From an optimization exercise on the open Yosys and OpenROAD flow, aimed at small area; shortcuts taken in it are not production practice.
At most, simulation tests tie the RTL to the original design; equivalence was not proved.

==> 10-20 <==
## pss_detector
module pss_detector (
    input  logic        clk_i,
    input  logic        reset_ni,
    input  logic [15:0] sample_i,           
    input  logic        sample_valid_i,
    input  logic [1:0]  mode_i,             
    input  logic [1:0]  requested_nid2_i,
    output logic [2:0]  result_o            
);
clock: 11.0 ns
lec_check: 0
cap_margin: 5
core_margin: 2
core_utilization: 75
cts_cluster_diameter: 100
cts_cluster_size: 30
slew_margin: 5
synth_hierarchical: 1
standard.sh (not shown) runs the stock make flow with config.mk's settings and CLKGATE_MAP_FILE= SYNTH_SCRIPT=/design/flow/synth_recipe.tcl, a recipe that flattens the netlist after the stock synthesis.
==> flow/flow/run.sh <==
#!/bin/bash
cp standard.sh standard_sh_copy.log
export BUFFER_PORTS_ARGS="-buffer_cell sky130_fd_sc_hd__buf_1"
bash standard.sh > standard_flow.log 2>&1
==> inputs of 12-01, as changes to 10-20 <==
--- a/flow/config.mk
+++ b/flow/config.mk
@@ -9,6 +9,7 @@
 export CORE_MARGIN = 2
 export CORE_UTILIZATION = 75
-export CTS_CLUSTER_DIAMETER = 100
-export CTS_CLUSTER_SIZE = 30
+export CTS_BUF_LIST = sky130_fd_sc_hd__clkbuf_8
+export CTS_CLUSTER_DIAMETER = 80
+export CTS_CLUSTER_SIZE = 20
 export SLEW_MARGIN = 5
 export SYNTH_HIERARCHICAL = 1
==> inputs of 09-09, as changes to 10-20 <==
--- a/flow/config.mk
+++ b/flow/config.mk
@@ -9,6 +9,7 @@
 export CORE_MARGIN = 2
 export CORE_UTILIZATION = 75
-export CTS_CLUSTER_DIAMETER = 100
-export CTS_CLUSTER_SIZE = 30
+export CTS_BUF_LIST = sky130_fd_sc_hd__clkbuf_4
+export CTS_CLUSTER_DIAMETER = 50
+export CTS_CLUSTER_SIZE = 10
 export SLEW_MARGIN = 5
 export SYNTH_HIERARCHICAL = 1
==> impl_results.md <==
* Critical Path RT at 11,360 ps
* Vias in the first global route at roughly 10,000
* Max Clock Skew at 37.0 ps
* Clk slew on worst S/H paths at between 100 and 150 ps
* CTS root buffer: clkbuf_16
* Fin crit period at 10,570 ps
* Setup slack after layout at 430 ps
* Crit-path max cell delay at 620 ps
* ClkCell Share at just over 2%
* Met2 Wirelength at around 15,000 um
* Routed WL at 30,000 um
* Grt met1 use at around 40%
* Final period utilization at 96.1%
* Max frequency at 0.0946 GHz
* Status: finished clean
* Final #Nets at 1,657
* Clock Buffer Count at 14
The numbers above come from 10-20.

==> impl_results.md <==
* Final #Nets at ~1,700
* ClkCell Share at 1.60%
* Grt met1 use at 39.2%
* Critical Path RT at roughly 12,000 ps
* Vias in the first global route at roughly 10,000
* Clk slew on worst S/H paths at 100 ps
* Fin crit period at 10,590 ps
* Setup slack after layout at roughly 410 ps
* Final period utilization at 96.3%
* Max Clock Skew at 38.9 ps
* Status: finished clean
* Routed WL at 29,600 um
* Crit-path max cell delay at 610 ps
The numbers above come from 09-09.

==> impl_results.md <==
* Routed WL at around 29,000 um
* Status: finished clean
* CTS root buffer: clkbuf_8
* ClkCell Share at 1.42%
* Setup slack after layout at approximately 490 ps
* Grt met1 use at around two fifths
* Final period utilization at 95.6%
* Fin crit period at ~11,000 ps
* Clk slew on worst S/H paths at 120 ps
* Vias in the first global route at between 10,000 and 15,000
* Final #Nets at around 1,700
The numbers above come from 12-01.


==> v33 <==
Another version of the RTL of pss_detector (not shown whole).
## pss_detector
module pss_detector (
    input  logic        clk_i,
    input  logic        reset_ni,
    input  logic [15:0] sample_i,           
    input  logic        sample_valid_i,
    input  logic [1:0]  mode_i,             
    input  logic [1:0]  requested_nid2_i,
    output logic [2:0]  result_o            
);
clock: 11.0 ns
lec_check: 0
cap_margin: 20
core_margin: 2
core_utilization: 60
slew_margin: 20
synth_hierarchical: 1
run.sh (not shown) runs the stock make flow with config.mk's settings and CLKGATE_MAP_FILE= SYNTH_SCRIPT=/design/flow/synth_recipe.tcl, a recipe that flattens the netlist after the stock synthesis.
Stock flow here: none of the scripts above is used.
==> inputs of v11, as changes to v33 <==
CORE_UTILIZATION = 75   (was 60)
CTS_CLUSTER_DIAMETER = 100   (was unset)
CTS_CLUSTER_SIZE = 30   (was unset)
==> flow_metrics.tcl <==
set metrics [dict create \
    use_met2_pct 46.1 \
    routed_via_density 6.13 \
    multi_input_area_um2 11100 \
    use_met1_pct 40.8 \
    multi_input_area_share_pct 60.6 \
    place_inst 1595 \
    period_share_pct 98.0 \
    outcome "timing/DRC/antenna clean" \
    ctsResizeCount 25 \
    wl_met1_mm 14.4 \
    worst_slack_ns 0.225 \
    rows 55 \
]
The numbers above come from v11.

==> flow_metrics.tcl <==
set metrics [dict create \
    outcome "timing/DRC/antenna clean" \
    period_share_pct 97.2 \
    wl_met1_mm 15.0 \
    multi_input_area_share_pct 58.6 \
    use_met2_pct 34.9 \
    worst_slack_ns 0.308 \
    rows 61 \
    place_inst 1692 \
]
The numbers above come from v33.


==> run a: inputs <==
pss_detector, a different RTL version from the one above (not shown whole).
clock: 11.0 ns
lec_check: 0
cap_margin: 5
core_margin: 2
core_utilization: 75
cts_cluster_diameter: 100
cts_cluster_size: 30
slew_margin: 5
synth_hierarchical: 1
==> inputs of run b, as changes to run a <==
==> flow/flow/run.sh (new file) <==
#!/bin/bash
cp standard.sh standard_sh_copy.log
export BUFFER_PORTS_ARGS="-buffer_cell sky130_fd_sc_hd__buf_1"
bash standard.sh > standard_flow.log 2>&1
==> flow/standard.sh (new file) <==
#!/bin/bash
# synth_recipe.tcl (not shown) runs the flow's synth.tcl, then flattens the netlist and writes it again
# the make line also repeats each setting of config.mk as NAME=value (left out here)
make -C /OpenROAD-flow-scripts/flow DESIGN_CONFIG=/design/flow/config.mk WORK_HOME=/design/flow/orfs CLKGATE_MAP_FILE= SYNTH_SCRIPT=/design/flow/synth_recipe.tcl "${@:-finish}"
removed: flow/run.sh
==> flow_summary.yaml <==
outcome:
  status: "timing/DRC/antenna clean"
worst_hold_path:
  hold_end: "code2_q[1]"
layout:
  mostFrequentLayoutCells: "dfxtp_1, fa_1, a22o_1"
  multiInputGateArea_um2: 11100
worst_setup_path:
  regToRegSetupSlack_ps: 200
  arrival_ps: 11180
clock_network:
  post_cts_buffers: 2
global_route:
  grt_use_met2: 0.467
  use_met1: 0.401
sta:
  min_period_over_period: 0.982
  fmax_mhz: 92.6
  worst_pin_slew_ps: 1120
placed_design:
  place_ws_ps: -227
routing:
  dr.pass1.iters: 6
The numbers above come from run a.

==> flow_summary.yaml <==
outcome:
  status: "timing/DRC/antenna clean"
clock_network:
  cts_buffers: 12
  cts_tree: "yes"
placed_design:
  place_ws_ps: -223
worst_hold_path:
  hold_end: "code1_q[0]"
job:
  max_cap_violations: 0
global_route:
  grt_use_met2: 0.461
  use_met1: 0.407
worst_setup_path:
  regToRegSetupSlack_ps: 240
  critPathKind: "reg -> reg"
  worst_setup_path_start_kind: "flop"
  arrival_ps: 11140
sta:
  min_period_over_period: 0.979
  worst_pin_slew_ps: 1120
layout:
  multiInputGateArea_um2: 11100
  mostFrequentLayoutCells: "dfxtp_1, fa_1, a22o_1"
The numbers above come from run b.

No run of this note included a check of the RTL's function; only the layout flow was run.

## static timing again, ports no longer ideal
In the flow no input, the clock included, has a driving cell. The finished layouts below were timed again as built, in two steps. Step 1 sets driving cells, clkbuf_16 on the clock port and buf_2 on the other inputs (assumed; they add their load-dependent delay and slew). Step 2 times the ports against the registers' clock, not the clock port: input delays grow and output delays shrink by t, the midpoint of the rising clock arrivals with the driver on. Three values: ideal ports, drivers, drivers and shift; two values: the first two.
run	t (ns)	slack for setup (ns)	latest minus earliest clock arrival (ns)	worst register clock-pin slew, ns	worst slew at a driven data input, ns
10-20	0.525	0.430 / 0.430 / 0.430	0.046 / 0.046	0.11 / 0.11	0.05
12-01	0.583	0.488 / 0.488 / 0.488	0.017 / 0.017	0.12 / 0.12	0.06
09-09	0.736	0.411 / 0.411 / 0.411	0.042 / 0.042	0.11 / 0.11	0.06
v33	0.597	0.308 / 0.308 / 0.308	0.006 / 0.007	0.06 / 0.06	0.04
v11	0.535	0.225 / 0.225 / 0.225	0.015 / 0.014	0.11 / 0.11	0.04
run a	0.538	0.197 / 0.197 / 0.197	0.020 / 0.019	0.11 / 0.11	0.05
run b	0.535	0.236 / 0.236 / 0.236	0.029 / 0.028	0.11 / 0.11	0.04
After both steps every run listed still meets setup and hold.
